This is an optimization exercise on Yosys and OpenROAD, whose aim is small area, a short achievable clock period and few clock cycles per item, not a production implementation. RTL that was checked went through simulation tests only; none was proved equivalent to the original. For runs 1 and 3, only the layout was checked, not whether the RTL still works. No activity file was given, so power comes from the tool's default toggle rates.

==> design.v <==
`timescale 1ns/1ps
module huff_enc_top (
    input  logic        clk,
    input  logic        n_rst,
    input  logic        i_tbl_we,
    input  logic [7:0]  i_tbl_addr,
    input  logic [15:0] i_tbl_code,
    input  logic [4:0]  i_tbl_len,
    input  logic        i_start,
    input  logic        i_wait,
    input  logic [1:0]  i_comp,
    input  logic [31:0] i_data,
    output logic        o_valid,
    output logic [7:0]  o_data,
    output logic        o_done
);
    logic [16:0] dc_tab  [0:8];
    logic [16:0] ac_tab  [0:23];    
    logic [16:0] eob_tab;
    logic [16:0] wval;
    always_comb begin
        for (int i = 0; i < 17; i++) begin
            wval[i] = ((i_tbl_len == 5'(i)) ||
                       ((i < 16) && (i_tbl_len > 5'(i)) && i_tbl_code[i % 16]));
        end
    end
    always_ff @(posedge clk) begin
        if (n_rst && i_tbl_we) begin
            for (int c = 0; c < 9; c++)
                if (i_tbl_addr == 8'(c)) dc_tab[c] <= wval;
            for (int r = 0; r < 3; r++)
                for (int s = 1; s <= 8; s++)
                    if (i_tbl_addr == 8'(8'h40 | (r << 4) | s)) ac_tab[8*r + s - 1] <= wval;
            if (i_tbl_addr == 8'h80) eob_tab <= wval;
        end
    end
    logic               busy;
    logic               start;
    logic [7:0]         pred [0:2];
    logic [7:0]         psel;
    logic [16:0]        dcr;
    logic [8:0]         dhi;
    logic [8:0]         dsel;
    logic [7:0]         damp;
    logic [8:0]         achi  [1:3];
    logic [8:1]         acsz  [1:3];
    logic [7:0]         acamp [1:3];
    logic [3:1]         nz;
    assign start = i_start && !busy && !i_wait;
    function automatic logic [16:0] dc_code(input logic [7:0] v, input logic [7:0] p);
        logic [8:0] x, y, g, t, q, sum, sm1, u;
        logic [8:0] gg, pp, gn, pn;
        logic [8:0] thm;
        logic [7:0] amp;
        x = {v[7], v};
        y = ~{p[7], p};
        g = x & y;
        t = x | y;
        q = x ^ y;
        gg = g;
        pp = t;
        for (int l = 0; l < 4; l++) begin
            gn = gg;
            pn = pp;
            for (int i = 0; i < 9; i++)
                if (i >= (1 << l)) begin
                    gn[i] = gg[i] | (pp[i] & gg[i - (1 << l)]);
                    pn[i] = pp[i] & pp[i - (1 << l)];
                end
            gg = gn;
            pp = pn;
        end
        sm1[0] = q[0];
        sum[0] = !q[0];
        for (int i = 1; i < 9; i++) begin
            sm1[i] = q[i] ^ gg[i-1];
            sum[i] = q[i] ^ (gg[i-1] | pp[i-1]);
        end
        u = sum[8] ? ~sm1 : sum;
        thm[8] = 1'b0;
        for (int b = 7; b >= 0; b--) thm[b] = |(u[7:0] & (8'hff << b));
        for (int b = 0; b < 8; b++) amp[b] = (sum[8] ? sm1[b] : sum[b]) & thm[b];
        dc_code = {thm[7:0], amp, 1'b0};
    endfunction
    always_comb begin
        case (i_comp)
            2'd0:    psel = pred[0];
            2'd1:    psel = pred[1];
            2'd2:    psel = pred[2];
            default: psel = '0;
        endcase
        dcr  = dc_code(i_data[7:0], psel);
        dhi  = {1'b0, dcr[16:9]};
        damp = dcr[8:1];
        dsel[0] = !dhi[0];
        for (int c = 1; c < 9; c++) dsel[c] = dhi[c-1] & !dhi[c];
        for (int k = 1; k < 4; k++) begin
            achi[k][8] = 1'b0;
            for (int b = 7; b >= 0; b--)
                achi[k][b] = |((i_data[8*k +: 8] ^ {8{i_data[8*k + 7]}}) & (8'hff << b)) |
                             (i_data[8*k + 7] && ((i_data[8*k +: 8] & ((8'd1 << b) - 8'd1)) == 8'd0));
            nz[k] = achi[k][0];
            for (int sz = 1; sz < 9; sz++) acsz[k][sz] = achi[k][sz-1] & !achi[k][sz];
            for (int b = 0; b < 8; b++)
                acamp[k][b] = (i_data[8*k + b] ^ (i_data[8*k + 7] &&
                               ((i_data[8*k +: 8] & ((8'd1 << b) - 8'd1)) == 8'd0))) & achi[k][b];
        end
    end
    always_ff @(posedge clk) begin
        if (!n_rst) begin
            pred[0] <= '0;
            pred[1] <= '0;
            pred[2] <= '0;
        end else if (start) begin
            if (i_comp == 2'd0) pred[0] <= i_data[7:0];
            if (i_comp == 2'd1) pred[1] <= i_data[7:0];
            if (i_comp == 2'd2) pred[2] <= i_data[7:0];
        end
    end
    logic [24:0] fs_dc;
    always_comb begin
        fs_dc = 25'(damp);
        for (int c = 0; c < 9; c++)
            if (dsel[c]) fs_dc = fs_dc | (25'(dc_tab[c]) << c);
    end
    logic [2:0]  rem;           
    logic [2:0]  rem_next;
    logic        nxt2, nxt3, nxte;
    logic [23:0] asel;          
    logic        esel;
    logic [7:0]  s_amp;
    logic [24:0] fs_ac;
    always_comb begin
        nxt2 = rem[0];
        nxt3 = !rem[0] && rem[1];
        nxte = !rem[0] && !rem[1] && rem[2];
        for (int sz = 1; sz < 9; sz++) begin
            if (!busy) begin
                asel[sz - 1]      = acsz[1][sz];
                asel[8 + sz - 1]  = !nz[1] && acsz[2][sz];
                asel[16 + sz - 1] = !nz[1] && !nz[2] && acsz[3][sz];
            end else begin
                asel[sz - 1]      = (nxt2 && acsz[2][sz]) || (nxt3 && nz[2] && acsz[3][sz]);
                asel[8 + sz - 1]  = nxt3 && !nz[2] && acsz[3][sz];
                asel[16 + sz - 1] = 1'b0;
            end
        end
        if (!busy) begin
            esel     = !nz[1] && !nz[2] && !nz[3];
            s_amp    = acamp[1] | (nz[1] ? 8'h00 : (acamp[2] | (nz[2] ? 8'h00 : acamp[3])));
            if (nz[1])      rem_next = {!nz[3], nz[3], nz[2]};
            else if (nz[2]) rem_next = {!nz[3], nz[3], 1'b0};
            else            rem_next = 3'b000;
        end else begin
            esel     = nxte;
            s_amp    = (nxt2 ? acamp[2] : 8'h00) | (nxt3 ? acamp[3] : 8'h00);
            rem_next = nxt2 ? {rem[2:1], 1'b0} : 3'b000;
            if (nxt3) rem_next = {rem[2], 2'b00};
        end
        fs_ac = 25'(s_amp);
        for (int e = 0; e < 24; e++)
            if (asel[e]) fs_ac = fs_ac | (25'(ac_tab[e]) << (e % 8 + 1));
        if (esel) fs_ac = fs_ac | 25'(eob_tab);
    end
    logic [24:0] a_q, p_q;
    logic [25:0] ga, gp;
    logic [24:0] oha, ohp;
    logic [7:0]  galo;
    logic [2:0]  nalo;
    logic [4:0]  np;
    logic [7:0]  a_l8, p_l8, amask, pmask;
    logic [8:0]  pbeyond_v;
    logic [7:0]  p_sh, pm_sh;
    logic        pbeyond;
    logic        ge8, more, pempty;
    logic [31:0] w, x;
    logic [32:0] gx;
    logic [31:0] ohx;
    logic [24:0] x_drop, a_d;
    logic        emit, fin, emit_y;
    logic [7:0]  validm;
    always_comb begin
        ga[25] = 1'b0;
        gp[25] = 1'b0;
        for (int i = 24; i >= 0; i--) begin
            ga[i] = |(a_q & (25'h1ffffff << i));
            gp[i] = |(p_q & (25'h1ffffff << i));
        end
        for (int i = 0; i < 25; i++) begin
            oha[i] = a_q[i] & !ga[i+1];
            ohp[i] = p_q[i] & !gp[i+1];
        end
        a_l8 = '0;
        p_l8 = '0;
        for (int k = 0; k < 8; k++)
            for (int j = 1; j < 25; j++)
                if (j - 8 + k >= 0) begin
                    a_l8[k] = a_l8[k] | (oha[j] & a_q[(j - 8 + k) % 25]);
                    p_l8[k] = p_l8[k] | (ohp[j] & p_q[(j - 8 + k) % 25]);
                end
        for (int k = 0; k < 8; k++) begin
            amask[k] = ga[8 - k];
            pmask[k] = gp[8 - k];
        end
        pbeyond_v = gp[9:1];
        galo[7] = a_q[7];
        for (int i = 6; i >= 0; i--) galo[i] = |(a_q[7:0] & (8'hff << i));
        nalo = '0;
        for (int i = 0; i < 8; i++)
            if (galo[i] && !((i < 7) ? galo[(i + 1) % 8] : 1'b0)) nalo = nalo | 3'(i);
        np = '0;
        for (int i = 0; i < 25; i++)
            if (ohp[i]) np = np | 5'(i);
        p_sh    = p_l8 >> nalo;
        pm_sh   = pmask >> nalo;
        pbeyond = pbeyond_v[8 - nalo];
        ge8    = ga[8];
        more   = (rem != 3'b000);
        pempty = !gp[1];
        validm = amask | pm_sh;
        emit_y = validm[0];
        if (ge8) begin
            emit = 1'b1;
            fin  = !ga[9] && pempty && !more;
        end else begin
            emit = emit_y || !more;
            fin  = !more && !pbeyond;
        end
        w = (32'(a_q[7:0]) << np) | 32'(p_q & ~ohp);
        x = ge8 ? 32'(a_q) : w;
        gx[32] = 1'b0;
        for (int i = 31; i >= 0; i--) gx[i] = |(x & (32'hffffffff << i));
        for (int i = 0; i < 32; i++) ohx[i] = x[i] & !gx[i+1];
        for (int j = 0; j < 25; j++)
            x_drop[j] = (x[j] & ((j + 9 < 33) ? gx[(j + 9) % 33] : 1'b0)) |
                        ((j + 8 < 32) ? ohx[(j + 8) % 32] : 1'b0);
        a_d = (ge8 || emit_y) ? x_drop : x[24:0];
    end
    assign o_valid = busy && !i_wait && emit;
    assign o_done  = busy && !i_wait && fin;
    assign o_data  = ge8 ? a_l8 : ((a_l8 | p_sh) | (more ? 8'h00 : ~validm));
    always_ff @(posedge clk) begin
        if (!n_rst) begin
            busy <= 1'b0;
        end else if (start) begin
            busy <= 1'b1;
        end else if (busy && !i_wait && fin) begin
            busy <= 1'b0;
        end
    end
    always_ff @(posedge clk) begin
        if (start) begin
            a_q <= fs_dc;
            p_q <= fs_ac;
            rem <= rem_next;
        end else if (busy && !i_wait) begin
            a_q <= a_d;
            if (!ge8) begin
                p_q <= more ? fs_ac : 25'd1;
                rem <= rem_next;
            end
        end
    end
endmodule
==> flow/run.sh <==
#!/bin/bash
# Standard ORFS layout (the standard.sh) with stronger timing repair:
# a larger setup repair target, sizing not limited to same-footprint cells,
# and plain buffers on the ports instead of delay buffers.
set -euo pipefail
bash standard.sh finish \
  SETUP_SLACK_MARGIN=6.5 \
  MATCH_CELL_FOOTPRINT=0 \
  "BUFFER_PORTS_ARGS=-buffer_cell sky130_fd_sc_hd__buf_4" \
  > standard_flow.log 2>&1
==> standard.sh <==
#!/bin/bash
# synth_recipe.tcl (not shown) runs the flow's synth.tcl, then flattens the netlist and writes it again
# the make line also repeats each setting of config.mk as NAME=value (left out here)
make -C /OpenROAD-flow-scripts/flow DESIGN_CONFIG=/design/flow/config.mk WORK_HOME=/design/flow/orfs CLKGATE_MAP_FILE= SYNTH_SCRIPT=/design/flow/synth_recipe.tcl "${@:-finish}"
==> config.mk <==
export PLATFORM = sky130hd
export DESIGN_NAME = huff_enc_top
export DESIGN_NICKNAME = huff_enc_top
export VERILOG_FILES = /design/flow/design.v
export SDC_FILE = /design/flow/constraint.sdc
export NUM_CORES = 4
export LEC_CHECK = 0
export ABC_AREA = 1
export CAP_MARGIN = 20
export CORE_MARGIN = 2
export CORE_UTILIZATION = 55
export SLEW_MARGIN = 20
==> constraint.sdc <==
create_clock -name core_clock -period 12.0 [get_ports {clk}]
set_input_delay 2.4000 -clock core_clock [delete_from_list [all_inputs] [get_ports {clk}]]
set_output_delay 2.4000 -clock core_clock [all_outputs]
set_load 0.01 [all_outputs]
==> flow_metrics.env, run 1 <==
export IMPL_outcome="complete, no violations"
export IMPL_critical_path_endpoint_type="output port"
export IMPL_met3_wirelength_microns=18200
export IMPL_maxCapViolCount=0
export IMPL_power_report_internal_total_mw=4.10
export IMPL_crit_reg2reg_launch="p_q[19]"
export IMPL_post_place_setup_slack_ns=4.98
export IMPL_synth_avg_cell_area_sq_um=10.1
export IMPL_power_share_sequential_pct=45.8
export IMPL_skew_ns=0.0488
export IMPL_design_die_area_sq_um=61800
export IMPL_grt_remaining_overflow=0
export IMPL_grt_setup_unrepaired="true"
export IMPL_finalSetupTns_ns=0
export IMPL_achievable_frequency_mhz=169
export IMPL_die_x_microns=249
export IMPL_worstPathCellList="buf_4 > inv_1 > nand4_1 > buf_4 > o221ai_1 > a2111oi_1 > o21ai_0 > a2111oi_1 > nand3_2 > buf_6"
export IMPL_total_leakage_power_nw=15.7
export IMPL_hold_vio_cnt_final=0
export IMPL_timing_hold_ws_ns=0.546
export IMPL_via_count_of_the_first_global_routing_pass=27800
export IMPL_post_synth_num_cell_types=72
export IMPL_hpwlAfterDp_microns=76500
export IMPL_cts_root_buffer="sky130_fd_sc_hd__clkbuf_16"
export IMPL_worst_endpoint_required_ns=9.60
export IMPL_synthFlopType="sky130_fd_sc_hd__edfxtp_1"
export IMPL_wl_per_cell_microns=27.3
export IMPL_power_switching_mw=1.53
export IMPL_wire_length_of_the_first_global_routing_pass_microns=177000
export IMPL_first_iteration_detailed_routing_drc_count=4674
export IMPL_synthesis_instances=3266
export IMPL_crit_path_max_fanout=11
export IMPL_timing_critical_path_from_type="register"
export IMPL_cts_buffer_depth=3
export IMPL_worst_pin_slew_ns=1.12
export IMPL_cts_tree="done"
export IMPL_synth_enable_flop_cells=631
export IMPL_report_final_setup_viol=0
export IMPL_initial_core_util_pct=55.7
export IMPL_ant_nets=0
export IMPL_grt_start_max_net_pins=37
export IMPL_floorplan_core_area_sq_um=59100
export IMPL_most_common_layout_cells="640 x sky130_fd_sc_hd__nand2_1, 631 x sky130_fd_sc_hd__edfxtp_1, 383 x sky130_fd_sc_hd__buf_4, 262 x sky130_fd_sc_hd__inv_1, 209 x sky130_fd_sc_hd__nor2_1"
export IMPL_synth_net_count=3355
export IMPL_maxSlewHeadroom_pct=25.2
export IMPL_largest_incremental_delay_on_the_critical_path_ns=0.54
export IMPL_worstPathBufferInverterCount=4
export IMPL_power_per_cell_area_nw_per_um2=135
export IMPL_row_count=89
export IMPL_drt_met1_wl_microns=46600
export IMPL_synth_seq_cells=656
export IMPL_timing_worst_setup_path_type="register to output port"
export IMPL_ys_warn_count=7
export IMPL_syn_cell_area_sq_um=32900
export IMPL_layout_setup_ws_ns=6.09
export IMPL_layout_cells_most_common="sky130_fd_sc_hd__nand2_1"
export IMPL_period_minus_slack_ns=5.91
export IMPL_min_path_type="register to register"
export IMPL_critical_path_slowest_cell="sky130_fd_sc_hd__a2111oi_1"
export IMPL_timing_hold_worst_start="pred[1][7]"
export IMPL_cp_data_arrival_time_ns=3.51
export IMPL_path_clk_slew_ns=0.06
export IMPL_post_route_cells_drive_above_1_share_pct=29.2
export IMPL_port_buffer_count=77
export IMPL_avgViaCountPerCell=6.56
export IMPL_timing_critical_path_max_delay_family="compound AO/OA/AOI/OAI gates"
export IMPL_switching_share_pct=27.2
export IMPL_initial_antenna_violation_count=1
export IMPL_synth_async_sr_flop_share_pct=0
export IMPL_design_portCount=78
export IMPL_startpoint="a_q[24]"
export IMPL_routed_via_count=29700
export IMPL_clock_sink_count=656
export IMPL_power_frac_clock_pct=38.8
export IMPL_worst_skew_late_latency_ns=0.64
export IMPL_place_gp_congestion=0.988
export IMPL_remaining_design_rule_violation_count=0
export IMPL_synth_seq_area_share_pct=59.1
export IMPL_area_growth_synth_to_final_pct=26.9
export IMPL_fin_nets=3796
export IMPL_global_route_usage_total_pct=38.1
export IMPL_die_height_microns=249
export IMPL_drt_pass1_iterations=25
export IMPL_met2RoutedLength_microns=53900
export IMPL_finalWirelength_microns=124000
export IMPL_top_signal_layer_used="met4"
export IMPL_cts_buffers_inserted=70
export IMPL_num_antenna_cells=0
export IMPL_vdd_drop_max_v=0.000128
export IMPL_comb_power_share_pct=15.4
export IMPL_finalCritPeriodShare_pct=49.3
export IMPL_dp_cells=4081
export IMPL_report_final_slew_viol_count=0
export IMPL_cts_htree_levels=3
export IMPL_stdcell_count=4533
-- worst min-delay path, cell delays in order (launching register included) --
cell and delay (ns):
sky130_fd_sc_hd__dfxtp_1 0.31, sky130_fd_sc_hd__o21ai_0 0.15, sky130_fd_sc_hd__a21oi_1 0.04
-- layout make-up --
class	count	area, sq um
Clock buffer	87	1820
Sequential cell	656	19400
Inverter	349	1450
Tap cell	773	967
Fill cell	4294	17300
Timing Repair Buffer	459	3850
Clock inverter	38	524
Timing Repair inverter	4	32.5
Multi-Input combinational cell	2167	13700
-- cell families (layout without fill, tap and decap cells) --
logic type	count (synthesis)	count (layout)	share of synthesized area (%)
AND/OR/NAND/NOR	1475	1485	20.8
flip-flops	656	656	59.1
AO/OA/AOI/OAI	634	635	12.9
buffers and inverters	454	937	5.68
XOR/XNOR	24	24	0.639
adder cells (fa/ha/maj)	21	21	0.821
multiplexers	2	2	0.0608
-- per-stage QoR --
stage / util [%] / power (mW) / instance area [sq um]
2_1_floorplan: - / 3.00 / 33000
3_3_place_gp: 58.6 / 3.25 / 34700
3_5_place_dp: 58.7 / 3.26 / 34700
4_1_cts: 66.6 / 5.49 / 39400
5_1_grt: 70.7 / 5.77 / 41800
6_report: 70.7 / 5.63 / 41800
-- layer usage --
layer	global-route usage [%]	vias up
met5	0	-
met1	53.9	14300
met2	57.0	2415
li1	-	12600
met3	10.2	411
met4	13.0	0
-- timing repair --
item	CTS	global route
hold buffers	0	0
endpoints found under the hold margin	0	0
cloned	8	7
setup buffers	182	130
pin swaps	96	164
resized for setup	239	343
setup endpoints to repair	50	53
-- power groups by stage --
stage	registers, mW	clock network [mW]	logic [mW]
2_1_floorplan	2.61	0	0.396
3_3_place_gp	2.64	0	0.613
3_5_place_dp	2.64	0	0.620
4_1_cts	2.58	2.20	0.722
5_1_grt	2.58	2.29	0.908
6_report	2.58	2.19	0.867
-- cell usage after synthesis (18+ instances only) --
library cell	instances	share of area, %
sky130_fd_sc_hd__nand2_2	24	0.46
sky130_fd_sc_hd__a211oi_1	19	0.43
sky130_fd_sc_hd__o211ai_1	20	0.46
sky130_fd_sc_hd__nor2_1	277	3.2
sky130_fd_sc_hd__nand3_1	233	3.5
sky130_fd_sc_hd__inv_1	309	3.5
sky130_fd_sc_hd__dfxtp_1	25	1.5
sky130_fd_sc_hd__a221oi_1	61	1.6
sky130_fd_sc_hd__inv_2	28	0.32
sky130_fd_sc_hd__o2111ai_1	18	0.48
sky130_fd_sc_hd__nor3_1	35	0.53
sky130_fd_sc_hd__a21oi_1	142	2.2
sky130_fd_sc_hd__nor2_4	22	0.75
sky130_fd_sc_hd__buf_2	32	0.49
sky130_fd_sc_hd__a22o_1	63	1.7
sky130_fd_sc_hd__o221ai_1	25	0.67
sky130_fd_sc_hd__nand2_1	725	8.3
sky130_fd_sc_hd__nand4_1	69	1.3
sky130_fd_sc_hd__o22ai_1	60	1.1
sky130_fd_sc_hd__edfxtp_1	631	58
sky130_fd_sc_hd__o21ai_0	125	1.9
sky130_fd_sc_hd__nand3_2	19	0.58
sky130_fd_sc_hd__clkbuf_1	47	0.54
sky130_fd_sc_hd__ha_1	20	0.76
-- path summary, 6_finish.rpt --
kind,to,depth (start not counted),slack (ns)
max reg2reg,a_q[0],45,6.28
min reg2reg,pred[1][7],2,0.55
min,pred[1][7],2,0.55
max,o_data[0],10,6.09
-- sequential cells by signal (all words and copies together), names as in the netlist --
name,flops
rem,3
a_q,25
busy,1
pred,24
ac_tab,408
eob_tab,17
dc_tab,153
p_q,25
==> inputs of run 2 (changes only) <==
--- a/design.v
+++ b/design.v
@@ -78,7 +78,7 @@
         end
         u = sum[8] ? ~sm1 : sum;
         thm[8] = 1'b0;
-        for (int b = 7; b >= 0; b--) thm[b] = |(u[7:0] & (8'hff << b));
+        for (int b = 7; b >= 0; b--) thm[b] = thm[b+1] | u[b];
         for (int b = 0; b < 8; b++) amp[b] = (sum[8] ? sm1[b] : sum[b]) & thm[b];
         dc_code = {thm[7:0], amp, 1'b0};
     endfunction
@@ -97,7 +97,7 @@
         for (int k = 1; k < 4; k++) begin
             achi[k][8] = 1'b0;
             for (int b = 7; b >= 0; b--)
-                achi[k][b] = |((i_data[8*k +: 8] ^ {8{i_data[8*k + 7]}}) & (8'hff << b)) |
+                achi[k][b] = achi[k][b+1] | (i_data[8*k + b] ^ i_data[8*k + 7]) |
                              (i_data[8*k + 7] && ((i_data[8*k +: 8] & ((8'd1 << b) - 8'd1)) == 8'd0));
             nz[k] = achi[k][0];
             for (int sz = 1; sz < 9; sz++) acsz[k][sz] = achi[k][sz-1] & !achi[k][sz];
@@ -183,8 +183,8 @@
         ga[25] = 1'b0;
         gp[25] = 1'b0;
         for (int i = 24; i >= 0; i--) begin
-            ga[i] = |(a_q & (25'h1ffffff << i));
-            gp[i] = |(p_q & (25'h1ffffff << i));
+            ga[i] = ga[i+1] | a_q[i];
+            gp[i] = gp[i+1] | p_q[i];
         end
         for (int i = 0; i < 25; i++) begin
             oha[i] = a_q[i] & !ga[i+1];
@@ -204,7 +204,7 @@
         end
         pbeyond_v = gp[9:1];
         galo[7] = a_q[7];
-        for (int i = 6; i >= 0; i--) galo[i] = |(a_q[7:0] & (8'hff << i));
+        for (int i = 6; i >= 0; i--) galo[i] = galo[i+1] | a_q[i];
         nalo = '0;
         for (int i = 0; i < 8; i++)
             if (galo[i] && !((i < 7) ? galo[(i + 1) % 8] : 1'b0)) nalo = nalo | 3'(i);
@@ -229,7 +229,7 @@
         w = (32'(a_q[7:0]) << np) | 32'(p_q & ~ohp);
         x = ge8 ? 32'(a_q) : w;
         gx[32] = 1'b0;
-        for (int i = 31; i >= 0; i--) gx[i] = |(x & (32'hffffffff << i));
+        for (int i = 31; i >= 0; i--) gx[i] = gx[i+1] | x[i];
         for (int i = 0; i < 32; i++) ohx[i] = x[i] & !gx[i+1];
         for (int j = 0; j < 25; j++)
             x_drop[j] = (x[j] & ((j + 9 < 33) ? gx[(j + 9) % 33] : 1'b0)) |
==> run 2 against run 1 <==
Effect of this change: still clean; non-clock buffer count down 83; die area down 5.1%; clock skew down 0.023 ns; final area down 6.7%; worst hold slack worse by 0.0056 ns; sequential power about the same; area after synthesis down 5.2%; first-iteration DRC count down 40%; final cell count down 9.4%; core utilization down 1.4 points; critical endpoint is now o_data[3]; largest cell class unchanged.
==> flow_metrics.env, run 2 <==
export IMPL_final_fill_count=4133
export IMPL_path_clk_slew_ns=0.06
export IMPL_die_height_microns=242
export IMPL_post_synth_top_area_cell="sky130_fd_sc_hd__edfxtp_1"
export IMPL_largest_incremental_delay_on_the_critical_path_ns=0.44
export IMPL_vdd_drop_max_v=0.000175
export IMPL_timing_worst_setup_path_type="register to output port"
export IMPL_wire_length_of_the_first_global_routing_pass_microns=159000
export IMPL_achievable_frequency_mhz=156
export IMPL_wl_per_cell_microns=26.8
export IMPL_post_route_cells_drive_above_1_share_pct=25.1
export IMPL_num_antenna_cells=0
export IMPL_hold_vio_cnt_final=0
export IMPL_total_leakage_power_nw=14.1
export IMPL_global_route_usage_total_pct=36.1
export IMPL_row_count=87
export IMPL_synth_top_area_share_pct=60.7
export IMPL_drt_pass1_iterations=8
export IMPL_finalWirelength_microns=110000
export IMPL_worstPathBufferInverterCount=8
export IMPL_die_x_microns=242
export IMPL_crit_path_frequent_cell="sky130_fd_sc_hd__nor2_2"
export IMPL_finalCritPeriodShare_pct=53.6
export IMPL_maxSlewHeadroom_pct=19.7
export IMPL_synthFlopType="sky130_fd_sc_hd__edfxtp_1"
export IMPL_ant_nets=0
export IMPL_synth_commonest_cells="631 x sky130_fd_sc_hd__edfxtp_1, 607 x sky130_fd_sc_hd__nand2_1, 281 x sky130_fd_sc_hd__nor2_1"
export IMPL_design_die_area_sq_um=58600
export IMPL_ff_latch_area_sq_um=19400
export IMPL_post_synth_num_cell_types=61
export IMPL_first_iteration_detailed_routing_drc_count=2810
export IMPL_synth_net_count=3035
export IMPL_power_per_cell_area_nw_per_um2=138
export IMPL_reg_with_most_ffs="ac_tab"
export IMPL_initial_antenna_violation_count=1
export IMPL_clock_sink_count=656
export IMPL_biggestRegsByFlops="ac_tab: 408 flops, dc_tab: 153 flops"
export IMPL_hpwlAfterDp_microns=67100
export IMPL_layout_core_utilization_pct=69.3
export IMPL_synth_enable_flop_cells=631
export IMPL_synth_seq_area_share_pct=62.3
export IMPL_place_gp_congestion=0.982
export IMPL_fin_nets=3384
export IMPL_crit_path_max_fanout=5
export IMPL_area_growth_synth_to_final_pct=25.0
export IMPL_cts_buffer_depth=3
export IMPL_maxCapViolCount=0
export IMPL_layout_cells_most_common="sky130_fd_sc_hd__edfxtp_1"
export IMPL_synth_avg_cell_area_sq_um=10.6
export IMPL_timing_critical_path_from_type="register"
export IMPL_synthesis_instances=2946
export IMPL_synth_async_sr_flop_share_pct=0
export IMPL_syn_cell_area_sq_um=31200
export IMPL_cts_buffers_inserted=69
export IMPL_cp_data_arrival_time_ns=4.03
export IMPL_min_path_type="register to register"
export IMPL_skew_ns=0.0260
export IMPL_critical_path_slowest_cell="sky130_fd_sc_hd__edfxtp_1"
export IMPL_timing_critical_path_max_delay_family="simple AND/OR/NAND/NOR gates"
export IMPL_remaining_design_rule_violation_count=0
export IMPL_worst_endpoint_required_ns=9.60
export IMPL_multi_input_comb_area_sq_um=11900
export IMPL_design_portCount=78
export IMPL_outcome="complete, no violations"
export IMPL_worst_skew_late_latency_ns=0.63
export IMPL_grt_setup_unrepaired="true"
export IMPL_report_final_setup_viol=0
export IMPL_most_common_layout_cells="631 x sky130_fd_sc_hd__edfxtp_1, 556 x sky130_fd_sc_hd__nand2_1, 315 x sky130_fd_sc_hd__buf_4, 234 x sky130_fd_sc_hd__inv_1, 224 x sky130_fd_sc_hd__nor2_1"
export IMPL_cts_htree_levels=3
export IMPL_floorplan_core_area_sq_um=56300
export IMPL_period_minus_slack_ns=6.43
export IMPL_avgViaCountPerCell=6.42
export IMPL_routed_via_count=26300
export IMPL_worst_pin_slew_ns=1.20
export IMPL_largest_reg_flops=408
export IMPL_grt_remaining_overflow=0
export IMPL_initial_core_util_pct=55.4
export IMPL_grt_start_max_net_pins=35
export IMPL_ys_warn_count=7
export IMPL_yosys_top_cells_area="sky130_fd_sc_hd__edfxtp_1 61%, sky130_fd_sc_hd__nand2_1 7.3%, sky130_fd_sc_hd__nor2_1 3.4%"
export IMPL_port_buffer_count=77
export IMPL_via_count_of_the_first_global_routing_pass=25500
export IMPL_report_final_slew_viol_count=0
export IMPL_finalSetupTns_ns=0
export IMPL_holdBufCountCts=0
export IMPL_cts_root_buffer="sky130_fd_sc_hd__clkbuf_16"
export IMPL_critical_path_endpoint_type="output port"
export IMPL_synth_most_common_cell="sky130_fd_sc_hd__edfxtp_1"
export IMPL_synth_seq_cells=656
export IMPL_cts_tree="done"
run 2: changes by cell type in the layout (fill, tap and decap cells not counted), moves of 19 or more:
cell | before | now
sky130_fd_sc_hd__nand3_1 | 177 | 156
sky130_fd_sc_hd__nand2_1 | 640 | 556
sky130_fd_sc_hd__nand3_2 | 55 | 18
sky130_fd_sc_hd__buf_4 | 383 | 315
sky130_fd_sc_hd__nand3_4 | 28 | 2
sky130_fd_sc_hd__inv_1 | 262 | 234
sky130_fd_sc_hd__nand2_2 | 75 | 34
sky130_fd_sc_hd__buf_6 | 62 | 39
sky130_fd_sc_hd__o22ai_1 | 57 | 21
sky130_fd_sc_hd__nor2_4 | 67 | 36
sky130_fd_sc_hd__a22o_1 | 63 | 98
sky130_fd_sc_hd__nand2_4 | 38 | 19
run 2: cell type report:
type / count / share of cell area [%]
tap: 756 / 2.43
multi-input combinational: 1896 / 30.6
clock inverter: 42 / 1.15
clock buffer: 83 / 4.62
timing repair buffer: 376 / 8.25
sequential: 656 / 49.9
inverter: 296 / 3.06
run 2: through the flow:
step                hold slack (ns)  cells  power, mW  instance area [sq um]  setup slack, ns
global placement              0.518   3760       3.17                  33200             4.83
finish                        0.541   4105       5.39                  39000             5.57
floorplan                     0.503   2946       2.94                  31400             5.99
CTS                           0.541   4032       5.34                  37500             5.61
global route                  0.572   4105       5.54                  39000             5.38
detailed placement            0.530   3760       3.17                  33200             4.75
run 2: power by group:
| group | leakage (nW) | switching, mW | internal [mW] |
|---|---|---|---|
| Combinational | 7.48 | 0.451 | 0.228 |
| Sequential | 5.57 | 0.0380 | 2.55 |
| Clock | 1.08 | 0.897 | 1.23 |
run 2: worst min-delay path: stages (launching register included):
cell and delay (ns):
sky130_fd_sc_hd__edfxtp_1 0.32, sky130_fd_sc_hd__nand2_1 0.05, sky130_fd_sc_hd__nor2_1 0.07
run 2: routing by layer:
metal,global-route usage (%),vias to the layer above,part of all wire [%]
met5,0,-,0.011
li1,-,11500,-
met3,5.33,357,8.7
met1,46.3,12800,38
met2,60.6,1652,49
met4,17.1,2,5.2
run 2: cells by family after synthesis:
logic type                 synth area share [%]
DFF                                        62.3
and+or+nand+nor                            17.0
muxes                                    0.0963
xor gates and xnor gates                  0.618
buffers and inverters                      4.87
adders and majority gates                 0.866
AOI/OAI and AO/OA                          14.2
run 2: final timing paths:
check                                    from         to  slack (ns)  depth (start not counted)
worst min register to register  dc_tab[8][16]    a_q[24]        0.54                          2
worst max-delay path                  a_q[23]  o_data[3]        5.57                         27
worst max register to register        p_q[18]    a_q[16]        6.81                         27
worst min-delay path            dc_tab[8][16]    a_q[24]        0.54                          2
run 2: what timing repair did:
item / in CTS / in global routing
setup buffers: 144 / 68
cloned: 3 / 4
setup endpoints to repair: 59 / 56
resized for setup: 229 / 203
pin swaps: 84 / 107
Testbench counts of run 2, summed over its fixed seeds: cycles 9,294, blocks 2,400.
==> inputs of run 3 (changes only) <==
--- a/design.v
+++ b/design.v
@@ -38,8 +38,6 @@
     logic               start;
     logic [7:0]         pred [0:2];
     logic [7:0]         psel;
-    logic [16:0]        dcr;
-    logic [8:0]         dhi;
     logic [8:0]         dsel;
     logic [7:0]         damp;
     logic [8:0]         achi  [1:3];
@@ -47,41 +45,6 @@
     logic [7:0]         acamp [1:3];
     logic [3:1]         nz;
     assign start = i_start && !busy && !i_wait;
-    function automatic logic [16:0] dc_code(input logic [7:0] v, input logic [7:0] p);
-        logic [8:0] x, y, g, t, q, sum, sm1, u;
-        logic [8:0] gg, pp, gn, pn;
-        logic [8:0] thm;
-        logic [7:0] amp;
-        x = {v[7], v};
-        y = ~{p[7], p};
-        g = x & y;
-        t = x | y;
-        q = x ^ y;
-        gg = g;
-        pp = t;
-        for (int l = 0; l < 4; l++) begin
-            gn = gg;
-            pn = pp;
-            for (int i = 0; i < 9; i++)
-                if (i >= (1 << l)) begin
-                    gn[i] = gg[i] | (pp[i] & gg[i - (1 << l)]);
-                    pn[i] = pp[i] & pp[i - (1 << l)];
-                end
-            gg = gn;
-            pp = pn;
-        end
-        sm1[0] = q[0];
-        sum[0] = !q[0];
-        for (int i = 1; i < 9; i++) begin
-            sm1[i] = q[i] ^ gg[i-1];
-            sum[i] = q[i] ^ (gg[i-1] | pp[i-1]);
-        end
-        u = sum[8] ? ~sm1 : sum;
-        thm[8] = 1'b0;
-        for (int b = 7; b >= 0; b--) thm[b] = thm[b+1] | u[b];
-        for (int b = 0; b < 8; b++) amp[b] = (sum[8] ? sm1[b] : sum[b]) & thm[b];
-        dc_code = {thm[7:0], amp, 1'b0};
-    endfunction
     always_comb begin
         case (i_comp)
             2'd0:    psel = pred[0];
@@ -89,15 +52,10 @@
             2'd2:    psel = pred[2];
             default: psel = '0;
         endcase
-        dcr  = dc_code(i_data[7:0], psel);
-        dhi  = {1'b0, dcr[16:9]};
-        damp = dcr[8:1];
-        dsel[0] = !dhi[0];
-        for (int c = 1; c < 9; c++) dsel[c] = dhi[c-1] & !dhi[c];
         for (int k = 1; k < 4; k++) begin
             achi[k][8] = 1'b0;
             for (int b = 7; b >= 0; b--)
-                achi[k][b] = achi[k][b+1] | (i_data[8*k + b] ^ i_data[8*k + 7]) |
+                achi[k][b] = |((i_data[8*k +: 8] ^ {8{i_data[8*k + 7]}}) & (8'hff << b)) |
                              (i_data[8*k + 7] && ((i_data[8*k +: 8] & ((8'd1 << b) - 8'd1)) == 8'd0));
             nz[k] = achi[k][0];
             for (int sz = 1; sz < 9; sz++) acsz[k][sz] = achi[k][sz-1] & !achi[k][sz];
@@ -106,6 +64,12 @@
                                ((i_data[8*k +: 8] & ((8'd1 << b) - 8'd1)) == 8'd0))) & achi[k][b];
         end
     end
+    huff_dc_cat u_dc (
+        .i_v    (i_data[7:0]),
+        .i_p    (psel),
+        .o_sel  (dsel),
+        .o_amp  (damp)
+    );
     always_ff @(posedge clk) begin
         if (!n_rst) begin
             pred[0] <= '0;
@@ -229,15 +193,21 @@
         w = (32'(a_q[7:0]) << np) | 32'(p_q & ~ohp);
         x = ge8 ? 32'(a_q) : w;
         gx[32] = 1'b0;
-        for (int i = 31; i >= 0; i--) gx[i] = gx[i+1] | x[i];
+        for (int i = 31; i >= 0; i--) gx[i] = |(x & (32'hffffffff << i));
         for (int i = 0; i < 32; i++) ohx[i] = x[i] & !gx[i+1];
         for (int j = 0; j < 25; j++)
             x_drop[j] = (x[j] & ((j + 9 < 33) ? gx[(j + 9) % 33] : 1'b0)) |
                         ((j + 8 < 32) ? ohx[(j + 8) % 32] : 1'b0);
         a_d = (ge8 || emit_y) ? x_drop : x[24:0];
     end
-    assign o_valid = busy && !i_wait && emit;
-    assign o_done  = busy && !i_wait && fin;
+    huff_out_gate u_gate (
+        .i_busy  (busy),
+        .i_wait  (i_wait),
+        .i_emit  (emit),
+        .i_fin   (fin),
+        .o_valid (o_valid),
+        .o_done  (o_done)
+    );
     assign o_data  = ge8 ? a_l8 : ((a_l8 | p_sh) | (more ? 8'h00 : ~validm));
     always_ff @(posedge clk) begin
         if (!n_rst) begin
@@ -262,3 +232,33 @@
         end
     end
 endmodule
+module huff_out_gate (
+    input  logic i_busy,
+    input  logic i_wait,
+    input  logic i_emit,
+    input  logic i_fin,
+    output logic o_valid,
+    output logic o_done
+);
+    assign o_valid = i_busy && !i_wait && i_emit;
+    assign o_done  = i_busy && !i_wait && i_fin;
+endmodule
+module huff_dc_cat (
+    input  logic [7:0] i_v,
+    input  logic [7:0] i_p,
+    output logic [8:0] o_sel,
+    output logic [7:0] o_amp
+);
+    logic [8:0] sum, sm1, u;
+    logic [8:0] thm;
+    always_comb begin
+        sum = {i_v[7], i_v} - {i_p[7], i_p};
+        sm1 = {i_v[7], i_v} + ~{i_p[7], i_p};
+        u = sum[8] ? ~sm1 : sum;
+        thm[8] = 1'b0;
+        for (int b = 7; b >= 0; b--) thm[b] = |(u[7:0] & (8'hff << b));
+        for (int b = 0; b < 8; b++) o_amp[b] = (sum[8] ? sm1[b] : sum[b]) & thm[b];
+        o_sel[0] = !thm[0];
+        for (int c = 1; c < 9; c++) o_sel[c] = thm[c-1] & !thm[c];
+    end
+endmodule
--- a/config.mk
+++ b/config.mk
@@ -10,3 +10,4 @@
 export CORE_MARGIN = 2
 export CORE_UTILIZATION = 55
 export SLEW_MARGIN = 20
+export SYNTH_HIERARCHICAL = 1
==> run 3 against run 2 <==
Effect of this change: area after synthesis is 2.1% higher; total power is 0.67% lower; register-to-register slack better by 0.07 ns; highest routed layer unchanged.
==> flow_metrics.env, run 3 <==
export IMPL_finalSetupTns_ns=0
export IMPL_via_count_of_the_first_global_routing_pass=25500
export IMPL_power_per_cell_area_nw_per_um2=142
export IMPL_final_fill_count=4521
export IMPL_period_minus_slack_ns=6.63
export IMPL_achievable_frequency_mhz=151
export IMPL_grt_setup_unrepaired="true"
export IMPL_synthesis_instances=3088
export IMPL_cts_root_buffer="sky130_fd_sc_hd__clkbuf_16"
export IMPL_synth_top_area_share_pct=59.5
export IMPL_final_cell_area_sq_um=37600
export IMPL_multi_input_comb_area_sq_um=11600
export IMPL_finalCritPeriodShare_pct=55.2
export IMPL_report_final_setup_viol=0
export IMPL_post_synth_num_cell_types=64
export IMPL_cts_buffers_inserted=69
export IMPL_most_common_layout_cells="631 x sky130_fd_sc_hd__edfxtp_1, 625 x sky130_fd_sc_hd__nand2_1, 288 x sky130_fd_sc_hd__inv_1, 267 x sky130_fd_sc_hd__nor2_1, 236 x sky130_fd_sc_hd__buf_4"
export IMPL_synth_most_common_cell="sky130_fd_sc_hd__nand2_1"
export IMPL_wl_per_cell_microns=26.5
export IMPL_post_dp_cell_area_sq_um=33800
export IMPL_min_path_type="register to register"
export IMPL_holdBufCountCts=0
export IMPL_skew_ns=0.0246
export IMPL_maxSlewHeadroom_pct=20.1
export IMPL_initial_antenna_violation_count=2
export IMPL_cts_htree_levels=3
export IMPL_largest_reg_flops=408
export IMPL_layout_setup_ws_ns=5.37
export IMPL_vdd_drop_max_v=0.000163
export IMPL_port_buffer_count=77
export IMPL_main_combinational_cell_family_by_area_after_synthesis="simple AND/OR/NAND/NOR gates"
export IMPL_synth_seq_area_share_pct=61.1
export IMPL_remaining_design_rule_violation_count=0
export IMPL_worst_skew_late_latency_ns=0.61
export IMPL_synth_compound_gate_area_share_pct=13.5
export IMPL_timing_worst_setup_path_type="register to output port"
export IMPL_layout_cells_most_common="sky130_fd_sc_hd__edfxtp_1"
export IMPL_die_height_microns=245
export IMPL_place_gp_congestion=0.964
export IMPL_worst_endpoint_required_ns=9.60
export IMPL_cts_tree="done"
export IMPL_outcome="complete, no violations"
export IMPL_reg_with_most_ffs="ac_tab"
export IMPL_synth_simple_area_share_pct=18.9
export IMPL_ant_nets=0
export IMPL_dp_cells=3911
export IMPL_post_synth_mux_area_share_pct=0
export IMPL_synth_xor_area_share_pct=0.440
export IMPL_synth_avg_cell_area_sq_um=10.3
export IMPL_synth_enable_flop_cells=631
export IMPL_yosys_top_cells_area="sky130_fd_sc_hd__edfxtp_1 60%, sky130_fd_sc_hd__nand2_1 7.6%, sky130_fd_sc_hd__nor2_1 3.7%"
export IMPL_maxCapViolCount=0
export IMPL_crit_path_max_fanout=4
export IMPL_hold_vio_cnt_final=0
export IMPL_largest_incremental_delay_on_the_critical_path_ns=0.45
export IMPL_initial_core_util_pct=55.4
export IMPL_synth_commonest_cells="641 x sky130_fd_sc_hd__nand2_1, 631 x sky130_fd_sc_hd__edfxtp_1, 313 x sky130_fd_sc_hd__nor2_1"
export IMPL_ys_warn_count=14
export IMPL_post_synth_top_area_cell="sky130_fd_sc_hd__edfxtp_1"
export IMPL_floorplan_core_area_sq_um=57500
export IMPL_worst_pin_slew_ns=1.20
export IMPL_grt_start_max_net_pins=35
export IMPL_critical_path_slowest_cell="sky130_fd_sc_hd__edfxtp_1"
export IMPL_stdcell_count=4145
export IMPL_timing_critical_path_from_type="register"
export IMPL_clock_sink_count=656
export IMPL_finalWirelength_microns=110000
export IMPL_synth_async_sr_flop_share_pct=0
export IMPL_fin_nets=3407
export IMPL_syn_cell_area_sq_um=31800
export IMPL_die_x_microns=245
export IMPL_cts_buffer_depth=3
export IMPL_total_leakage_power_nw=13.7
export IMPL_drt_pass1_iterations=7
export IMPL_wire_length_of_the_first_global_routing_pass_microns=161000
export IMPL_post_route_cells_drive_above_1_share_pct=18.8
export IMPL_cp_data_arrival_time_ns=4.23
export IMPL_area_growth_synth_to_final_pct=18.2
export IMPL_biggestRegsByFlops="ac_tab: 408 flops, dc_tab: 153 flops"
export IMPL_first_iteration_detailed_routing_drc_count=3485
export IMPL_ff_latch_area_sq_um=19400
export IMPL_timing_hold_ws_ns=0.487
export IMPL_post_place_setup_slack_ns=4.81
export IMPL_avgViaCountPerCell=6.43
export IMPL_grt_remaining_overflow=0
export IMPL_hpwlAfterDp_microns=71000
export IMPL_path_clk_slew_ns=0.06
export IMPL_routed_via_count=26700
export IMPL_report_final_slew_viol_count=0
export IMPL_design_die_area_sq_um=59800
export IMPL_synth_seq_cells=656
export IMPL_synth_net_count=3171
export IMPL_synthAdderAreaFrac_pct=0.637
export IMPL_global_route_usage_total_pct=36.2
export IMPL_synthFlopType="sky130_fd_sc_hd__edfxtp_1"
export IMPL_design_portCount=78
export IMPL_row_count=88
export IMPL_critical_path_endpoint_type="output port"
-- run 3: changes by cell type after synthesis, moves of 10 or more --
cell,change
sky130_fd_sc_hd__a22oi_1,+36
sky130_fd_sc_hd__inv_1,+36
sky130_fd_sc_hd__nand2_1,+34
sky130_fd_sc_hd__nor2_1,+32
sky130_fd_sc_hd__nand3_1,+29
sky130_fd_sc_hd__nand2_2,+28
sky130_fd_sc_hd__a22o_1,-26
sky130_fd_sc_hd__a221oi_1,-25
sky130_fd_sc_hd__nand3_2,+12
sky130_fd_sc_hd__a32o_1,+11
sky130_fd_sc_hd__nor3_1,-11
sky130_fd_sc_hd__a211oi_1,-10
sky130_fd_sc_hd__a21oi_1,+10
sky130_fd_sc_hd__nor2_2,+10
-- run 3: worst max-delay path: cells and delay by family (launching register included) --
family | cells | cell delay (ns)
flip-flops | 1 | 0.45
AO/OA/AOI/OAI | 3 | 0.34
buffers and inverters | 8 | 0.70
AND/OR/NAND/NOR | 20 | 2.13
-- run 3: layout make-up --
type / instances / area share (%)
antenna: 2 / 0.0133
sequential: 656 / 51.7
timing repair inverter: 1 / 0.0233
clock inverter: 42 / 0.854
timing repair buffer: 263 / 5.66
tap: 765 / 2.54
inverter: 328 / 3.47
clock buffer: 83 / 4.95
multi-input combinational: 2005 / 30.8
-- run 3: per-layer routing --
| layer | global-route usage (%) | wire (microns) |
|---|---|---|
| met4 | 16.2 | 5430 |
| met3 | 5.97 | 11300 |
| met2 | 60.2 | 52800 |
| met1 | 46.9 | 40300 |
| met5 | 0 | 12 |
-- run 3: what timing repair did --
action / in CTS / in global routing
pin swaps: 34 / 38
gates resized for setup: 110 / 105
setup buffers: 68 / 33
cloned: 3 / 3
setup endpoints to repair: 47 / 46
-- run 3: stage by stage --
stage	util [%]	total power [mW]
2_1_floorplan	-	3.01
3_3_place_gp	58.7	3.25
3_5_place_dp	58.8	3.25
4_1_cts	64.2	5.32
5_1_grt	65.5	5.50
6_report	65.5	5.36
-- run 3: kinds of logic (layout without fill, tap and decap cells) --
| family | Yosys count | count (layout) |
|---|---|---|
| AOI/OAI and AO/OA | 616 | 616 |
| xor gates and xnor gates | 16 | 16 |
| adders and majority gates | 15 | 15 |
| buffers and inverters | 429 | 717 |
| DFF | 656 | 656 |
| other | 0 | 2 |
| and+or+nand+nor | 1356 | 1358 |
-- run 3: final timing paths --
check	endpoint	startpoint	slack (ns)	cells after the start
setup / recovery	o_data[2]	a_q[23]	5.37	31
hold / removal	pred[2][7]	pred[2][7]	0.49	2
setup reg to reg	a_q[2]	p_q[21]	6.88	25
hold reg to reg	pred[2][7]	pred[2][7]	0.49	2
-- run 3: power by group --
part	total (mW)	internal [mW]	leakage, nW	switching (mW)
Sequential	2.58	2.55	5.56	0.0378
Clock	2.07	1.18	1.04	0.888
Combinational	0.706	0.230	7.11	0.476
-- run 3: per-module statistics from Yosys, one instance, submodules excluded --
module         flip-flops and latches  cell area (sq um)  times used
huff_out_gate                       0               22.5           1
huff_dc_cat                         0               1200           1
huff_enc_top                      656              30600           1
==> inputs of run 4 (changes only) <==
--- a/design.v
+++ b/design.v
@@ -147,8 +147,8 @@
         ga[25] = 1'b0;
         gp[25] = 1'b0;
         for (int i = 24; i >= 0; i--) begin
-            ga[i] = ga[i+1] | a_q[i];
-            gp[i] = gp[i+1] | p_q[i];
+            ga[i] = |(a_q & (25'h1ffffff << i));
+            gp[i] = |(p_q & (25'h1ffffff << i));
         end
         for (int i = 0; i < 25; i++) begin
             oha[i] = a_q[i] & !ga[i+1];
@@ -168,7 +168,7 @@
         end
         pbeyond_v = gp[9:1];
         galo[7] = a_q[7];
-        for (int i = 6; i >= 0; i--) galo[i] = galo[i+1] | a_q[i];
+        for (int i = 6; i >= 0; i--) galo[i] = |(a_q[7:0] & (8'hff << i));
         nalo = '0;
         for (int i = 0; i < 8; i++)
             if (galo[i] && !((i < 7) ? galo[(i + 1) % 8] : 1'b0)) nalo = nalo | 3'(i);
--- a/flow/run.sh
+++ b/flow/run.sh
@@ -4,7 +4,7 @@
 # and plain buffers on the ports instead of delay buffers.
 set -euo pipefail
 bash standard.sh finish \
-  SETUP_SLACK_MARGIN=6.5 \
+  SETUP_SLACK_MARGIN=7.2 \
   MATCH_CELL_FOOTPRINT=0 \
   "BUFFER_PORTS_ARGS=-buffer_cell sky130_fd_sc_hd__buf_4" \
   > standard_flow.log 2>&1
==> run 4 against run 3 <==
Effect of this change: core utilization rose by 6.5 points; via count rose by 11%; combinational power rose by 41%; area after synthesis rose by 2.9%; maximum frequency rose by 15%; routed wire length rose by 15%; worst hold slack improved by 0.0082 ns; final cell count rose by 11%; worst setup slack improved by 0.88 ns; clock-buffer cell count rose by 7; die area rose by 2.9%; largest cell class unchanged.
==> flow_metrics.env, run 4 <==
export IMPL_crit_path_max_fanout=5
export IMPL_switching_share_pct=27.3
export IMPL_finalCritPeriodShare_pct=47.9
export IMPL_synth_avg_cell_area_sq_um=9.94
export IMPL_power_per_cell_area_nw_per_um2=132
export IMPL_synthAdderAreaFrac_pct=0.618
export IMPL_ys_warn_count=14
export IMPL_main_combinational_cell_family_by_area_after_synthesis="simple AND/OR/NAND/NOR gates"
export IMPL_worst_r2r_setup_slack_ns=7.44
export IMPL_critical_path_endpoint_type="output port"
export IMPL_cp_data_arrival_time_ns=3.35
export IMPL_finalSetupTns_ns=0
export IMPL_path_clk_slew_ns=0.07
export IMPL_layout_cells_most_common="sky130_fd_sc_hd__nand2_1"
export IMPL_vdd_drop_max_v=0.000169
export IMPL_finalWirelength_microns=127000
export IMPL_post_place_setup_slack_ns=5.20
export IMPL_grt_setup_unrepaired="true"
export IMPL_first_iteration_detailed_routing_drc_count=4139
export IMPL_final_fill_count=4095
export IMPL_period_minus_slack_ns=5.75
export IMPL_biggestRegsByFlops="ac_tab: 408 flops, dc_tab: 153 flops"
export IMPL_outcome="complete, no violations"
export IMPL_clock_sink_count=656
export IMPL_cts_root_buffer="sky130_fd_sc_hd__clkbuf_16"
export IMPL_min_path_type="register to register"
export IMPL_post_synth_num_cell_types=73
export IMPL_report_final_slew_viol_count=0
export IMPL_synthFlopType="sky130_fd_sc_hd__edfxtp_1"
export IMPL_initial_core_util_pct=55.5
export IMPL_post_synth_top_area_cell="sky130_fd_sc_hd__edfxtp_1"
export IMPL_grt_remaining_overflow=0
export IMPL_post_dp_cell_area_sq_um=34700
export IMPL_remaining_design_rule_violation_count=0
export IMPL_synth_most_common_cell="sky130_fd_sc_hd__nand2_1"
export IMPL_post_synth_mux_area_share_pct=0
export IMPL_achievable_frequency_mhz=174
export IMPL_multi_input_comb_area_sq_um=14200
export IMPL_ff_latch_area_sq_um=19400
export IMPL_design_portCount=78
export IMPL_synthesis_instances=3297
export IMPL_cts_buffer_depth=3
export IMPL_maxCapViolCount=0
export IMPL_most_common_layout_cells="680 x sky130_fd_sc_hd__nand2_1, 631 x sky130_fd_sc_hd__edfxtp_1, 385 x sky130_fd_sc_hd__buf_4, 248 x sky130_fd_sc_hd__inv_1, 230 x sky130_fd_sc_hd__nor2_1"
export IMPL_power_share_sequential_pct=45.7
export IMPL_synth_async_sr_flop_share_pct=0
export IMPL_yosys_top_cells_area="sky130_fd_sc_hd__edfxtp_1 58%, sky130_fd_sc_hd__nand2_1 8.6%, sky130_fd_sc_hd__inv_1 3.5%"
export IMPL_area_growth_synth_to_final_pct=29.7
export IMPL_cts_tree="done"
export IMPL_synth_simple_area_share_pct=21.6
export IMPL_synth_commonest_cells="755 x sky130_fd_sc_hd__nand2_1, 631 x sky130_fd_sc_hd__edfxtp_1, 308 x sky130_fd_sc_hd__inv_1"
export IMPL_layout_setup_ws_ns=6.25
export IMPL_synth_top_area_share_pct=57.8
export IMPL_worst_pin_slew_ns=1.14
export IMPL_port_buffer_count=77
export IMPL_die_height_microns=248
export IMPL_synth_xor_area_share_pct=0.481
export IMPL_hold_vio_cnt_final=0
export IMPL_synth_seq_area_share_pct=59.3
export IMPL_largest_reg_flops=408
export IMPL_syn_cell_area_sq_um=32800
export IMPL_wire_length_of_the_first_global_routing_pass_microns=177000
export IMPL_final_cell_area_sq_um=42500
export IMPL_cts_buffers_inserted=68
export IMPL_worst_endpoint_required_ns=9.60
export IMPL_avgViaCountPerCell=6.45
export IMPL_total_leakage_power_nw=15.8
export IMPL_synth_net_count=3380
export IMPL_report_final_setup_viol=0
export IMPL_drt_pass1_iterations=8
export IMPL_routed_via_count=29600
export IMPL_worst_skew_late_latency_ns=0.62
export IMPL_comb_power_share_pct=17.7
export IMPL_global_route_usage_total_pct=39.5
export IMPL_row_count=89
export IMPL_timing_critical_path_from_type="register"
export IMPL_cts_htree_levels=3
export IMPL_synth_seq_cells=656
export IMPL_via_count_of_the_first_global_routing_pass=27300
export IMPL_reg_with_most_ffs="ac_tab"
export IMPL_ant_nets=0
export IMPL_floorplan_core_area_sq_um=59000
export IMPL_skew_ns=0.0347
export IMPL_post_route_cells_drive_above_1_share_pct=30.7
export IMPL_power_frac_clock_pct=36.6
export IMPL_synth_compound_gate_area_share_pct=12.4
export IMPL_timing_worst_setup_path_type="register to output port"
export IMPL_die_x_microns=248
export IMPL_initial_antenna_violation_count=4
export IMPL_wl_per_cell_microns=27.6
export IMPL_hpwlAfterDp_microns=76300
export IMPL_power_switching_mw=1.53
export IMPL_design_die_area_sq_um=61600
export IMPL_fin_nets=3840
export IMPL_synth_enable_flop_cells=631
export IMPL_place_gp_congestion=0.975
export IMPL_power_report_internal_total_mw=4.09
export IMPL_maxSlewHeadroom_pct=24.3
export IMPL_grt_start_max_net_pins=35
run 4: power by group through the flow:
stage               Combinational, mW  Clock (mW)  Sequential, mW
global placement                0.659           0            2.63
floorplan                       0.437           0            2.61
detailed placement              0.664           0            2.63
CTS                             0.836        2.05            2.57
global route                     1.04        2.15            2.57
finish                          0.994        2.06            2.57
run 4: path summary, 6_finish.rpt:
path,startpoint,endpoint,depth (start not counted)
worst max register to register,p_q[24],a_q[6],21
worst min-delay path,pred[0][0],pred[0][0],2
worst min register to register,pred[0][0],pred[0][0],2
worst max-delay path,p_q[24],o_data[5],18
run 4: logic make-up after synthesis:
group	Yosys count
AOI/OAI and AO/OA	609
buffers and inverters	444
adders and majority gates	15
and+or+nand+nor	1555
DFF	656
xor gates and xnor gates	18
run 4: through the flow:
step	total power [mW]	std cells	util (%)	hold WS [ns]
4_1_cts	5.46	4441	67.6	0.491
3_3_place_gp	3.29	4116	58.8	0.483
5_1_grt	5.76	4582	72.0	0.512
6_report	5.62	4582	72.0	0.495
2_1_floorplan	3.04	3297	-	0.455
3_5_place_dp	3.30	4117	58.8	0.479
run 4: final cells by class:
class,instances,area share [%]
well taps,773,2.28
clock buffers,90,4.38
repair buffers,483,10.1
inverters,343,3.41
clock inverters,31,0.677
repair inverters,1,0.0118
multi-input cells,2204,33.4
diodes,1,0.00589
flip-flops and latches,656,45.8
run 4: worst max-delay path, cell delays in order (launching register included):
cell	delay, ns
sky130_fd_sc_hd__edfxtp_1	0.48
sky130_fd_sc_hd__nor2_4	0.11
sky130_fd_sc_hd__nand2_4	0.11
sky130_fd_sc_hd__nor2_4	0.09
sky130_fd_sc_hd__buf_6	0.13
sky130_fd_sc_hd__nand3_4	0.12
sky130_fd_sc_hd__buf_12	0.13
sky130_fd_sc_hd__o22ai_2	0.05
sky130_fd_sc_hd__a21oi_1	0.13
sky130_fd_sc_hd__o21ai_1	0.09
sky130_fd_sc_hd__nor3_2	0.32
sky130_fd_sc_hd__nand3_1	0.15
sky130_fd_sc_hd__o21ai_2	0.21
sky130_fd_sc_hd__nand2_1	0.11
sky130_fd_sc_hd__o21ai_2	0.08
sky130_fd_sc_hd__nor2_1	0.07
sky130_fd_sc_hd__a21oi_1	0.13
sky130_fd_sc_hd__o21ai_1	0.07
sky130_fd_sc_hd__buf_4	0.15
run 4: metal layers:
layer | global-route usage, % | vias up | routed length, microns
met3 | 7.11 | 488 | 14500
met1 | 50.2 | 14200 | 43900
li1 | - | 12700 | -
met4 | 21.0 | 4 | 8100
met5 | 0 | - | 28
met2 | 64.9 | 2222 | 60100
run 4: per-module statistics from Yosys (local to each module, per instance):
module / cells inside / copies in the design
huff_dc_cat: 215 / 1
huff_out_gate: 6 / 1
huff_enc_top: 3076 / 1
run 4: what timing repair did:
| action | in CTS | in global routing |
|---|---|---|
| buffers inserted | 194 | 135 |
| pin swaps | 126 | 173 |
| resized for setup | 340 | 326 |
| hold buffers | 0 | 0 |
| gates cloned | 9 | 5 |
| setup endpoints to repair | 55 | 56 |
Testbench counts of run 4, summed over its fixed seeds: cycles 9,294, blocks 2,400.
==> inputs of run 5 (changes only) <==
--- a/flow/run.sh
+++ b/flow/run.sh
@@ -4,7 +4,7 @@
 # and plain buffers on the ports instead of delay buffers.
 set -euo pipefail
 bash standard.sh finish \
-  SETUP_SLACK_MARGIN=7.2 \
+  SETUP_SLACK_MARGIN=6.1 \
   MATCH_CELL_FOOTPRINT=0 \
   "BUFFER_PORTS_ARGS=-buffer_cell sky130_fd_sc_hd__buf_4" \
   > standard_flow.log 2>&1
==> run 5 against run 4 <==
Effect of this change: combinational power shrank 24%; register-to-register slack lost 0.16 ns; via count shrank 6.1%; highest routed layer unchanged; sequential cell count did not move; clock power about the same; die area is the same; critical path depth shrank 3; still clean on timing, DRC and antenna; final cell count is 5.2% lower; first-iteration DRC count shrank 11%; area after synthesis did not move.
==> flow_metrics.env, run 5 <==
export IMPL_drt_pass1_iterations=7
export IMPL_syn_cell_area_sq_um=32800
export IMPL_cts_htree_levels=3
export IMPL_timing_critical_path_from_type="register"
export IMPL_globalRoute_busiestLayer="met2"
export IMPL_period_minus_slack_ns=5.96
export IMPL_worst_endpoint_required_ns=9.60
export IMPL_design_portCount=78
export IMPL_synthFlopType="sky130_fd_sc_hd__edfxtp_1"
export IMPL_die_height_microns=248
export IMPL_row_count=89
export IMPL_largest_reg_flops=408
export IMPL_crit_path_max_fanout=6
export IMPL_critical_path_endpoint_type="output port"
export IMPL_min_path_type="register to register"
export IMPL_ys_warn_count=14
export IMPL_area_growth_synth_to_final_pct=15.5
export IMPL_first_iteration_detailed_routing_drc_count=3674
export IMPL_global_route_usage_met1_pct=48.0
export IMPL_report_final_setup_viol=0
export IMPL_post_synth_top_area_cell="sky130_fd_sc_hd__edfxtp_1"
export IMPL_wire_length_of_the_first_global_routing_pass_microns=170000
export IMPL_timing_hold_ws_ns=0.487
export IMPL_biggestRegsByFlops="ac_tab: 408 flops, dc_tab: 153 flops"
export IMPL_synth_enable_flop_cells=631
export IMPL_finalSetupTns_ns=0
export IMPL_initial_core_util_pct=55.5
export IMPL_synthesis_instances=3297
export IMPL_maxSlewHeadroom_pct=29.0
export IMPL_port_buffer_count=77
export IMPL_global_route_usage_total_pct=37.9
export IMPL_fin_nets=3602
export IMPL_remaining_design_rule_violation_count=0
export IMPL_synth_async_sr_flop_share_pct=0
export IMPL_layout_setup_ws_ns=6.04
export IMPL_layout_cells_most_common="sky130_fd_sc_hd__nand2_1"
export IMPL_routed_via_count=27800
export IMPL_yosys_top_cells_area="sky130_fd_sc_hd__edfxtp_1 58%, sky130_fd_sc_hd__nand2_1 8.6%, sky130_fd_sc_hd__inv_1 3.5%"
export IMPL_ant_nets=0
export IMPL_final_fill_count=4826
export IMPL_place_gp_congestion=1.12
export IMPL_cts_root_buffer="sky130_fd_sc_hd__clkbuf_16"
export IMPL_grt_met3_usage_pct=7.57
export IMPL_post_place_setup_slack_ns=4.96
export IMPL_hold_vio_cnt_final=0
export IMPL_cts_buffer_depth=3
export IMPL_vdd_drop_max_v=0.000142
export IMPL_worst_skew_late_latency_ns=0.62
export IMPL_via_count_of_the_first_global_routing_pass=26100
export IMPL_holdBufCountCts=0
export IMPL_outcome="complete, no violations"
export IMPL_post_synth_num_cell_types=73
export IMPL_die_x_microns=248
export IMPL_achievable_frequency_mhz=168
export IMPL_reg_with_most_ffs="ac_tab"
export IMPL_avgViaCountPerCell=6.39
export IMPL_finalWirelength_microns=118000
export IMPL_use_met2_pct=62.7
export IMPL_finalCritPeriodShare_pct=49.7
export IMPL_cp_data_arrival_time_ns=3.56
export IMPL_post_route_cells_drive_above_1_share_pct=16.8
export IMPL_timing_worst_setup_path_type="register to output port"
export IMPL_most_common_layout_cells="745 x sky130_fd_sc_hd__nand2_1, 631 x sky130_fd_sc_hd__edfxtp_1, 292 x sky130_fd_sc_hd__inv_1, 282 x sky130_fd_sc_hd__nor2_1, 244 x sky130_fd_sc_hd__buf_4"
export IMPL_clock_sink_count=656
export IMPL_cts_buffers_inserted=69
export IMPL_report_final_slew_viol_count=0
export IMPL_synth_most_common_cell="sky130_fd_sc_hd__nand2_1"
export IMPL_grt_remaining_overflow=0
export IMPL_synth_top_area_share_pct=57.8
export IMPL_skew_ns=0.0547
export IMPL_grt_start_max_net_pins=35
export IMPL_synth_seq_area_share_pct=59.3
export IMPL_synth_avg_cell_area_sq_um=9.94
export IMPL_synth_seq_cells=656
export IMPL_worst_pin_slew_ns=1.06
export IMPL_wl_per_cell_microns=27.1
export IMPL_grt_setup_unrepaired="true"
export IMPL_power_per_cell_area_nw_per_um2=142
export IMPL_hpwlAfterDp_microns=77600
export IMPL_total_leakage_power_nw=14.0
export IMPL_synth_net_count=3380
export IMPL_floorplan_core_area_sq_um=59000
export IMPL_multi_input_comb_area_sq_um=12000
export IMPL_cts_tree="done"
export IMPL_path_clk_slew_ns=0.06
export IMPL_design_die_area_sq_um=61600
export IMPL_initial_antenna_violation_count=6
export IMPL_ff_latch_area_sq_um=19400
export IMPL_maxCapViolCount=0
export IMPL_synth_commonest_cells="755 x sky130_fd_sc_hd__nand2_1, 631 x sky130_fd_sc_hd__edfxtp_1, 308 x sky130_fd_sc_hd__inv_1"
==> run 5: cell counts after synthesis <==
Identical to the previous run, type by type.
==> run 5: path summary, 6_finish.rpt <==
path / startpoint / endpoint / slack [ns] / cells after the start
worst min-delay path: pred[0][7] / pred[0][7] / 0.49 / 2
worst max-delay path: a_q[20] / o_data[0] / 6.04 / 15
worst min register to register: pred[0][7] / pred[0][7] / 0.49 / 2
worst max register to register: p_q[16] / a_q[4] / 7.28 / 22
==> run 5: stage by stage <==
stage | instance area, sq um | utilization [%] | std cells | power (mW)
3_5_place_dp | 34500 | 58.4 | 4117 | 3.30
6_report | 37900 | 64.2 | 4344 | 5.38
5_1_grt | 37900 | 64.2 | 4343 | 5.52
2_1_floorplan | 32800 | - | 3297 | 3.03
3_3_place_gp | 34400 | 58.3 | 4116 | 3.29
4_1_cts | 37200 | 63.0 | 4294 | 5.33
==> run 5: modules after synthesis (local to each module, per instance) <==
| module | cells inside | flip-flops and latches | copies in the design |
|---|---|---|---|
| huff_enc_top | 3076 | 656 | 1 |
| huff_dc_cat | 215 | 0 | 1 |
| huff_out_gate | 6 | 0 | 1 |
==> run 5: what timing repair did <==
action	4_1_cts	5_1_grt
pin swaps	8	20
buffers inserted	54	48
endpoints found under the setup margin	30	42
resized for setup	38	72
gates cloned	1	1
==> run 5: cells by family after synthesis <==
logic type | synth area share, %
fa+ha+maj | 0.618
xor+xnor | 0.481
flops | 59.3
compound gates | 12.4
buf+inv | 5.54
simple gates | 21.6
==> run 5: critical path: stages, from the launching register on <==
cell,delay (ns)
sky130_fd_sc_hd__edfxtp_1,0.50
sky130_fd_sc_hd__inv_1,0.17
sky130_fd_sc_hd__nand4_1,0.14
sky130_fd_sc_hd__nor2_1,0.05
sky130_fd_sc_hd__inv_1,0.09
sky130_fd_sc_hd__nor2_4,0.05
sky130_fd_sc_hd__nand3_2,0.08
sky130_fd_sc_hd__nor2_4,0.06
sky130_fd_sc_hd__buf_4,0.17
sky130_fd_sc_hd__buf_4,0.12
sky130_fd_sc_hd__buf_4,0.15
sky130_fd_sc_hd__inv_1,0.10
sky130_fd_sc_hd__nor2_2,0.09
sky130_fd_sc_hd__a2111oi_1,0.86
sky130_fd_sc_hd__nand2_1,0.13
sky130_fd_sc_hd__buf_4,0.18
==> run 5: cell type report <==
cell class | count | share of cell area, %
inverters | 343 | 3.55
repair buffers | 250 | 5.13
well taps | 773 | 2.55
flip-flops and latches | 656 | 51.4
diodes | 1 | 0.00661
clock buffers | 79 | 4.71
multi-input cells | 2199 | 31.7
clock inverters | 43 | 0.991
==> run 5: power breakdown <==
group / internal, mW / total, mW / switching (mW)
Sequential: 2.55 / 2.58 / 0.0313
Combinational: 0.230 / 0.752 / 0.522
Clock: 1.16 / 2.05 / 0.886
==> run 5: metal layers <==
| layer | up-vias | routed length [microns] |
|---|---|---|
| li1 | 12200 | - |
| met1 | 13200 | 42300 |
| met2 | 1920 | 55900 |
| met3 | 385 | 13000 |
| met4 | 10 | 6360 |
| met5 | - | 64 |

-- separate check: timing with driven ports --
The results above use ideal ports. As a check the final layouts listed here were re-extracted and re-timed, cells and wires unchanged. Step 1, drivers: a clkbuf_16 drives clk and a buf_2 each remaining input, both assumed. Step 2 adds t to the input delays and takes it off the output delays; t is the mean of the earliest and latest rising clock arrival at the registers after step 1. Input paths then give back, and output paths get back, about the clock's delay inside the block. Three values: no drivers, after step 1, after step 2; two values: the first two.
| run | t, ns | setup WS [ns] | worst setup path after step 2 | latest minus earliest clock arrival (ns) | cell pins on the clock port's net |
|---|---|---|---|---|---|
| run 1 | 0.680 | 6.085 / 6.020 / 5.663 | input to register | 0.054 / 0.055 | 1 |
| run 2 | 0.681 | 5.574 / 5.508 / 5.603 | input to register | 0.028 / 0.028 | 1 |
| run 3 | 0.666 | 5.371 / 5.308 / 5.930 | input to register | 0.027 / 0.026 | 1 |
| run 4 | 0.668 | 6.249 / 6.181 / 6.094 | input to register | 0.035 / 0.036 | 1 |
| run 5 | 0.663 | 6.038 / 5.970 / 5.479 | input to register | 0.054 / 0.055 | 1 |
After both steps setup and hold are still met in every run listed. For run 5, which loses most, drivers alone change the setup slack by -0.068 ns; drivers and shift together by -0.559 ns.
